From an optimization exercise on the open Yosys and OpenROAD flow, aimed at a short achievable clock period and few clock cycles; shortcuts taken in it are not production practice.
Function not checked in this run: the RTL went through the layout flow alone.
Power figures rest on the tool's default switching activity, not on a simulated workload.

$ cat flow/config.mk
export PLATFORM = sky130hd
export DESIGN_NAME = mipsCore
export DESIGN_NICKNAME = mipsCore
export VERILOG_FILES = /design/flow/design.v
export SDC_FILE = /design/flow/constraint.sdc
export NUM_CORES = 8
export LEC_CHECK = 0
export ABC_CLOCK_PERIOD_IN_PS = 2500
export CAP_MARGIN = 20
export CORE_MARGIN = 2
export CORE_UTILIZATION = 40
export SETUP_SLACK_MARGIN = 5
export SLEW_MARGIN = 20
$ cat flow/constraint.sdc
create_clock -name core_clock -period 10.0 [get_ports {clk}]
set_input_delay 2.0000 -clock core_clock [delete_from_list [all_inputs] [get_ports {clk}]]
set_output_delay 2.0000 -clock core_clock [all_outputs]
set_load 0.01 [all_outputs]
$ cat flow/design.v
`default_nettype none
package mipsPkg;
    typedef logic [32-1:0]     word_t;
    typedef logic [5-1:0] regAddr_t;
    typedef enum logic [2:0] {
        ALU_AND = 3'b000,
        ALU_OR  = 3'b001,
        ALU_ADD = 3'b010,
        ALU_SUB = 3'b110,
        ALU_SLT = 3'b111
    } aluOp_t;
    typedef enum logic [1:0] {
        FWD_REG = 2'b00,     
        FWD_WB  = 2'b01,     
        FWD_MEM = 2'b10      
    } fwdSel_t;
    typedef struct packed {
        logic   regWrite;
        logic   memToReg;
        logic   memWrite;
        logic   aluSrc;      
        logic   regDst;      
        logic   branch;
        logic   jump;
        aluOp_t aluOp;
    } ctrl_t;
    typedef struct packed {
        word_t instr;
        word_t pcPlus4;
    } ifId_t;
    typedef struct packed {
        logic     regWrite;
        logic     memToReg;
        logic     memWrite;
        logic     aluSrc;
        logic     regDst;
        aluOp_t   aluOp;
        word_t    rd1;
        word_t    rd2;
        word_t    signImm;
        regAddr_t rs;
        regAddr_t rt;
        regAddr_t rd;
    } idEx_t;
    typedef struct packed {
        logic     regWrite;
        logic     memToReg;
        logic     memWrite;
        word_t    aluOut;
        word_t    writeData;
        regAddr_t writeReg;
    } exMem_t;
    typedef struct packed {
        logic     regWrite;
        logic     memToReg;
        word_t    readData;
        word_t    aluOut;
        regAddr_t writeReg;
    } memWb_t;
    localparam int IFID_W  = 2*32;
    localparam int IDEX_W  = 8 + 3*32 + 3*5;
    localparam int EXMEM_W = 3 + 2*32 + 5;
    localparam int MEMWB_W = 2 + 2*32 + 5;
endpackage
`default_nettype wire
`timescale 1ns/100ps
`default_nettype none
module mipsCore
(
    input  logic        clk,
    input  logic        rst,
    output logic [31:0] pcF,
    input  logic [31:0] instr,
    output logic        memWrite,
    output logic [31:0] dataAddr,
    output logic [31:0] writeData,
    input  logic [31:0] readData
);
    localparam logic [2:0] ALU_AND = 3'd0;
    localparam logic [2:0] ALU_OR  = 3'd1;
    localparam logic [2:0] ALU_ADD = 3'd2;
    localparam logic [2:0] ALU_SUB = 3'd3;
    localparam logic [2:0] ALU_SLT = 3'd4;
    logic        weM;            
    logic        memToRegM;
    logic        memWriteM;
    logic [4:0]  destM;
    logic [31:0] aluOutM;
    logic [31:0] wdataM;
    logic [31:0] resultM;
    logic        vE;
    logic        weE;
    logic        memToRegE;
    logic        memWriteE;
    logic        aluSrcE;
    logic [2:0]  aluOpE;
    logic [4:0]  destE;
    logic [31:0] aE;
    logic [31:0] bE;
    logic [31:0] immE;
    logic        fwdAE;
    logic        fwdBE;
    logic        beqE;           
    logic        predTE;
    logic [31:0] altE;
    logic        vD;
    logic [31:0] instrD;
    logic        predTD;
    logic [31:0] altD;
    logic [31:0] rd1D;
    logic [31:0] rd2D;
    logic        bypAD;          
    logic        bypBD;
    logic [31:0] regs [0:31];
    logic [31:1] rvalid;
    assign memWrite  = memWriteM;
    assign dataAddr  = aluOutM;
    assign writeData = wdataM;
    assign resultM   = memToRegM ? readData : aluOutM;
    always_ff @(posedge clk) begin
        for (int i = 1; i < 32; i++) begin
            if (weM && destM == 5'(i)) regs[i] <= resultM;
        end
    end
    always_ff @(posedge clk or posedge rst) begin
        if (rst) begin
            rvalid <= '0;
        end else begin
            for (int i = 1; i < 32; i++) begin
                if (weM && destM == 5'(i)) rvalid[i] <= 1'b1;
            end
        end
    end
    logic [31:0] srcA;
    logic [31:0] rtvE;
    logic [31:0] srcB;
    logic [31:0] aluOut;
    logic        redirectE;
    assign srcA = fwdAE ? resultM : aE;
    assign rtvE = fwdBE ? resultM : bE;
    assign srcB = aluSrcE ? immE : rtvE;
    always_comb begin
        case (aluOpE)
            ALU_AND: aluOut = srcA & srcB;
            ALU_OR:  aluOut = srcA | srcB;
            ALU_SUB: aluOut = srcA - srcB;
            ALU_SLT: aluOut = ($signed(srcA) < $signed(srcB)) ? 32'd1 : 32'd0;
            default: aluOut = srcA + srcB;
        endcase
    end
    assign redirectE = vE && beqE && ((srcA == rtvE) != predTE);
    always_ff @(posedge clk or posedge rst) begin
        if (rst) begin
            weM       <= 1'b0;
            memToRegM <= 1'b0;
            memWriteM <= 1'b0;
            destM     <= '0;
        end else begin
            weM       <= vE && weE;
            memToRegM <= memToRegE;
            memWriteM <= vE && memWriteE;
            destM     <= destE;
        end
    end
    always_ff @(posedge clk) begin
        aluOutM <= aluOut;
        wdataM  <= rtvE;
    end
    logic [5:0]  opD;
    logic [5:0]  fnD;
    logic [4:0]  rsD;
    logic [4:0]  rtD;
    logic        isRD;
    logic        isAddiD;
    logic        isLwD;
    logic        isSwD;
    logic        isBeqD;
    logic [2:0]  aluOpD;
    logic [4:0]  destD;
    logic        weD;
    logic [31:0] aD;
    logic [31:0] bD;
    logic        depAD;          
    logic        depBD;
    logic        beqInD;
    logic        redirectD;
    assign opD = instrD[31:26];
    assign fnD = instrD[5:0];
    assign rsD = instrD[25:21];
    assign rtD = instrD[20:16];
    always_comb begin
        isRD   = 1'b0;
        aluOpD = ALU_ADD;
        if (opD == 6'b000000) begin
            case (fnD)
                6'b100000: begin isRD = 1'b1; aluOpD = ALU_ADD; end
                6'b100010: begin isRD = 1'b1; aluOpD = ALU_SUB; end
                6'b100100: begin isRD = 1'b1; aluOpD = ALU_AND; end
                6'b100101:  begin isRD = 1'b1; aluOpD = ALU_OR;  end
                6'b101010: begin isRD = 1'b1; aluOpD = ALU_SLT; end
                default: ;
            endcase
        end
    end
    assign isAddiD = opD == 6'b001000;
    assign isLwD   = opD == 6'b100011;
    assign isSwD   = opD == 6'b101011;
    assign isBeqD  = opD == 6'b000100;
    assign destD   = isRD ? instrD[15:11] : rtD;
    assign weD     = (isRD || isAddiD || isLwD) && destD != 5'd0;
    assign aD = bypAD ? resultM : rd1D;
    assign bD = bypBD ? resultM : rd2D;
    assign depAD = vE && weE && destE == rsD;
    assign depBD = vE && weE && destE == rtD;
    assign beqInD    = isBeqD && !depAD && !depBD;
    assign redirectD = vD && beqInD && ((aD == bD) != predTD);
    always_ff @(posedge clk or posedge rst) begin
        if (rst) begin
            vE <= 1'b0;
        end else begin
            vE <= vD && !redirectE;
        end
    end
    always_ff @(posedge clk) begin
        weE       <= weD;
        memToRegE <= isLwD;
        memWriteE <= isSwD;
        aluSrcE   <= isAddiD || isLwD || isSwD;
        aluOpE    <= aluOpD;
        destE     <= destD;
        aE        <= aD;
        bE        <= bD;
        immE      <= {{16{instrD[15]}}, instrD[15:0]};
        fwdAE     <= depAD;
        fwdBE     <= depBD;
        beqE      <= isBeqD && !beqInD;
        predTE    <= predTD;
        altE      <= altD;
    end
    logic [31:0] pc4F;
    logic [31:0] brTargetF;
    logic [31:0] jTargetF;
    logic        isJF;
    logic        isBeqF;
    logic        predTF;
    logic [31:0] predNextF;
    logic [31:0] pcNext;
    logic [4:0]  rsF;
    logic [4:0]  rtF;
    logic [31:0] rd1F;
    logic [31:0] rd2F;
    assign rsF    = instr[25:21];
    assign rtF    = instr[20:16];
    assign isJF   = instr[31:26] == 6'b000010;
    assign isBeqF = instr[31:26] == 6'b000100;
    assign predTF = isBeqF && (instr[15] || rsF == rtF);
    assign pc4F      = pcF + 32'd4;
    assign brTargetF = pc4F + {{14{instr[15]}}, instr[15:0], 2'b00};
    assign jTargetF  = {pc4F[31:28], instr[25:0], 2'b00};
    assign predNextF = isJF ? jTargetF : predTF ? brTargetF : pc4F;
    assign pcNext = redirectE ? altE : redirectD ? altD : predNextF;
    assign rd1F = (weM && destM == rsF) ? resultM : (rsF != 5'd0 && rvalid[rsF]) ? regs[rsF] : 32'd0;
    assign rd2F = (weM && destM == rtF) ? resultM : (rtF != 5'd0 && rvalid[rtF]) ? regs[rtF] : 32'd0;
    always_ff @(posedge clk or posedge rst) begin
        if (rst) begin
            pcF <= 32'h0000_0000;
            vD  <= 1'b0;
        end else begin
            pcF <= pcNext;
            vD  <= !redirectE && !redirectD;
        end
    end
    always_ff @(posedge clk) begin
        instrD <= instr;
        predTD <= predTF;
        altD   <= predTF ? pc4F : brTargetF;
        rd1D   <= rd1F;
        rd2D   <= rd2F;
        bypAD  <= vE && weE && destE == rsF;
        bypBD  <= vE && weE && destE == rtF;
    end
endmodule
`default_nettype wire
$ cat flow/run.sh
#!/bin/bash
# synth_recipe.tcl (not shown) runs the flow's synth.tcl, then flattens the netlist and writes it again
# the make line also repeats each setting of config.mk as NAME=value (left out here)
make -C /OpenROAD-flow-scripts/flow DESIGN_CONFIG=/design/flow/config.mk WORK_HOME=/design/flow/orfs CLKGATE_MAP_FILE= SYNTH_SCRIPT=/design/flow/synth_recipe.tcl finish
==> run notes <==
The flow ran to the end and the layout has no timing, DRC or antenna violations. The worst hold path belongs to the class reg -> reg. The effective utilization at floorplan came out at 40.2%. The post-route worst setup slack is 4.89 ns. The worst slack on hold paths came out at 0.323 ns.

TritonCTS built the clock tree. Timing analysis after detailed placement gives a worst setup slack of 3.32 ns. At the worst endpoint, the required time is 10.68 ns.

The distinct cell type count after synthesis is 84. The clock period could shrink to 5.11 ns. The headroom to the max-slew limit is 10.4%. The transition time at the pin with the least slew margin is 1.34 ns. The number of maximum-capacitance violations came out at 0. The via count of the first global-routing pass is 51200.

Detailed placement finished with a half-perimeter wire length of 163 mm. The die is 403 um wide. The multi-input gate area in the final layout came out at 25300 sq um. Leaving out fill and tap cells, the most frequent cell in the layout is sky130_fd_sc_hd__edfxtp_1.

Dividing total power by cell area gives a power density of 204 nW/um^2. 163 I/O pins were placed. The kind of cell with the highest combined delay along the critical path is buffers and inverters. In this design, the stage delay of the slowest critical-path cell is 1.04 ns.

The worst clock skew is 0.0393 ns. The floorplan step defined a die boundary enclosing 162000 sq um. The critical path buffer and inverter count came out at 5. Traced cell by cell, the critical path runs through clkdlybuf4s50_1 -> buf_6 -> inv_1 -> ha_1 -> nand2_1 -> nor2_4 -> buf_4 -> a221oi_1 -> nand4_1 -> a211oi_1 -> buf_4 -> o22ai_1. Compared with the post-synthesis result, the final layout area differs by 18.2%.

Counting along the longest clock path gives a buffer depth of 3. The number of antenna-violating nets in the routed design is 0. VDD sags by at most 0.199 mV. Counting every instance in the synthesized netlist gives 5220.

The instance count after placement with tap cells included came out at 7250. The number of synthesized flops with an enable pin came out at 992. After detailed routing, the total wire length is 293 mm. A synthesized cell averages 12.2 sq um. The placeable core region is 158000 sq um. The most used flip-flop cell after synthesis is sky130_fd_sc_hd__edfxtp_1. The non-filler instance count after layout came out at 7610. STA classifies the critical path endpoint as a register. The worst setup path is launched from a primary input.

The floorplan has 146 rows. Among all stages on the critical path, the largest delay is contributed by sky130_fd_sc_hd__nor2_4. The hold buffer count at CTS is 0. Summed over all cells, the static leakage comes to 26.5 nW. The classification of the worst setup path is in -> reg. The first global-routing pass estimated 398 mm of wire. The detailed router's first-iteration violation count came out at 11800.

The fraction of synthesis flops using an asynchronous set or reset pin is 5.26%. The netlist area before placement came out at 63600 sq um. In the final timing run, aggregate negative setup slack is 0 ns. The total nets after synthesis is 5432. After detailed routing, the average wire length per cell comes to 38.6 um. The synthesized flop and latch total is 1388. The maximum fanout count along the critical path is 17. Setup repair after global routing could not meet its margin everywhere. The final max-slew violation count is 0. The library cells used most frequently in the layout, excluding fill and tap cells, are 992 x sky130_fd_sc_hd__edfxtp_1, 431 x sky130_fd_sc_hd__a221oi_1, 395 x sky130_fd_sc_hd__a22o_1. The signal arrival time at the worst endpoint came out at 5.79 ns. The clock network latency to the later pin of the worst-skew pair came out at 0.82 ns. The share of synthesized area occupied by flip-flops and latches came out at 59.8%. The CTS sink count came out at 1388.

The via count is 54700. Dividing the final minimum period by the clock period gives 51.1%. The number of H-tree levels is 4.

The share of final-layout standard cells stronger than drive strength 1 is 14.9%. The DRC violation count after routing came out at 0. The overall die height is 403 um.

The final layout contains 5624 nets. The number of buffer cells added on primary ports came out at 162. The detailed-route vias per instance came out at 7.19. The CTS clock-pin slew for the worst setup and hold paths came out at 0.06 ns. The tree is rooted in a sky130_fd_sc_hd__clkbuf_16. The fill cell instance count of the final layout is 14000. Routability-driven placement finished with a final weighted congestion of 0.944. The first-pass detailed-route iteration total came out at 10. The highest clock rate is 196 MHz. The most numerous cell type found on the critical path is sky130_fd_sc_hd__buf_4. The count of endpoints failing hold in the final timing report was 0. The number of buffers inserted during clock tree synthesis is 149.

The global-route usage over all layers is 34.9%. The number of antenna violations at the first check in global routing is 9. The maximum number of pins on one net before global-route repair came out at 69. The total congestion overflow after global routing is 0. The total power after layout is 0.0153 W. The sequential cell area is 38100 sq um. The warning count from the yosys run is 34. Setup violations remaining at the end of the flow were counted as 0.
-- worst register-to-register path: stages, from the launching register on --
cell and delay (ns):
sky130_fd_sc_hd__dfrtp_2 0.35, sky130_fd_sc_hd__buf_6 0.56, sky130_fd_sc_hd__mux2i_4 0.45, sky130_fd_sc_hd__buf_6 0.16, sky130_fd_sc_hd__a21o_1 0.22, sky130_fd_sc_hd__inv_1 0.07
sky130_fd_sc_hd__ha_2 0.20, sky130_fd_sc_hd__inv_1 0.09, sky130_fd_sc_hd__fa_2 0.24, sky130_fd_sc_hd__nor2b_1 0.05, sky130_fd_sc_hd__o21ai_1 0.21, sky130_fd_sc_hd__a21boi_1 0.10
sky130_fd_sc_hd__o21ai_1 0.20, sky130_fd_sc_hd__o31ai_2 0.13, sky130_fd_sc_hd__buf_4 0.18, sky130_fd_sc_hd__a311o_1 0.43, sky130_fd_sc_hd__a211o_1 0.39, sky130_fd_sc_hd__o41a_1 0.35
sky130_fd_sc_hd__a21oi_1 0.20, sky130_fd_sc_hd__a211oi_2 0.09
-- timing repair --
action,4_1_cts,5_1_grt
endpoints found under the setup margin,113,102
cloned,5,0
resized for setup,117,123
buffers inserted,35,40
pin swaps,16,41
-- stage by stage --
stage | instance area (sq um) | util, %
floorplan | 63700 | -
global placement | 68400 | 43.3
detailed placement | 68400 | 43.3
CTS | 74300 | 46.9
global route | 75200 | 47.5
finish | 75200 | 47.5
-- power breakdown --
group / internal (W) / switching (W)
Sequential: 0.00665 / 0.000212
Combinational: 0.00108 / 0.00180
Clock: 0.00318 / 0.00241
-- per-layer routing --
metal	share of wire (%)	up-vias	GRT usage, %
met3	17	1496	15.7
met5	0.094	-	0.833
met2	40	5490	48.6
met1	36	26600	44.5
li1	-	21100	-
met4	7.7	18	19.9
-- final cells by class --
| type | instances | area share, % |
|---|---|---|
| Clock inverter | 77 | 1.01 |
| Inverter | 202 | 1.02 |
| Multi-Input combinational cell | 3278 | 33.7 |
| Tap cell | 2072 | 3.45 |
| Timing Repair inverter | 3 | 0.0200 |
| Sequential cell | 1388 | 50.7 |
| Clock buffer | 192 | 5.43 |
| Antenna cell | 8 | 0.0266 |
| Timing Repair Buffer | 390 | 4.70 |
-- registers in the layout, summed over array words and instances (netlist names), 3 cells and up --
name	count
aE	32
altD	32
altE	32
aluOpE	3
aluOutM	32
bE	32
destE	5
destM	5
immE	16
instrD	32
pcF	32
rd1D	32
rd2D	32
regs	992
rvalid	31
wdataM	32
-- kinds of logic after synthesis --
group                      Yosys count  share of synthesized area (%)
adders and majority gates          146                           2.91
and+or+nand+nor                   1048                           7.83
muxes                               84                           1.92
DFF                               1388                           59.8
buffers and inverters              554                           3.36
xor gates and xnor gates           186                           2.56
AOI/OAI and AO/OA                 1814                           21.6
-- cells in the mapped netlist (all sizes together), types with 86 or more instances --
cell,n,share of area [%]
edfxtp,992,47
a221oi,434,6.0
nor2,403,2.4
a22o,395,5.4
dfxtp,323,10
clkbuf,301,1.8
a21oi,231,1.8
nand2,209,1.2
inv,201,1.2
nand4,160,1.6
o21ai,159,1.3
ha,143,2.8
a22oi,136,1.6
xnor2,117,1.6
a21o,86,1.0
-- worst paths after layout --
check	slack, ns	from	end	cells after the start
worst max-delay path	4.89	instr[16]	rd2D[2]	12
worst min-delay path	0.32	memToRegE	memToRegM	0
worst max register to register	5.23	memToRegM	aluOutM[28]	19
worst min register to register	0.32	memToRegE	memToRegM	0
max in group asynchronous	7.33	rst	memToRegM	3
min in group asynchronous	1.46	rst	rvalid[5]	2

[what the ideal ports hide]
The flow's constraints put no driver on any port. The routed layout listed below was extracted and timed again, unchanged, in two steps. Step 1: set_driving_cell puts a clkbuf_16 on clk and a buf_2 on each other input, an assumption about the parent block. Step 2 adds t to the input delays and takes it off the output delays; t is the mean of the earliest and latest rising clock arrival at the registers after step 1. Input paths then give back, and output paths get back, about the clock's delay inside the block. Three values: no drivers, after step 1, after step 2; two values: the first two.
shift t [ns]: 0.885
setup slack, ns: 4.890 / 4.960 / 4.074
worst setup path at the end: input to register
After both steps this run still meets setup and hold. The setup slack of this run moves by +0.070 ns with the drivers and by -0.816 ns with both steps.
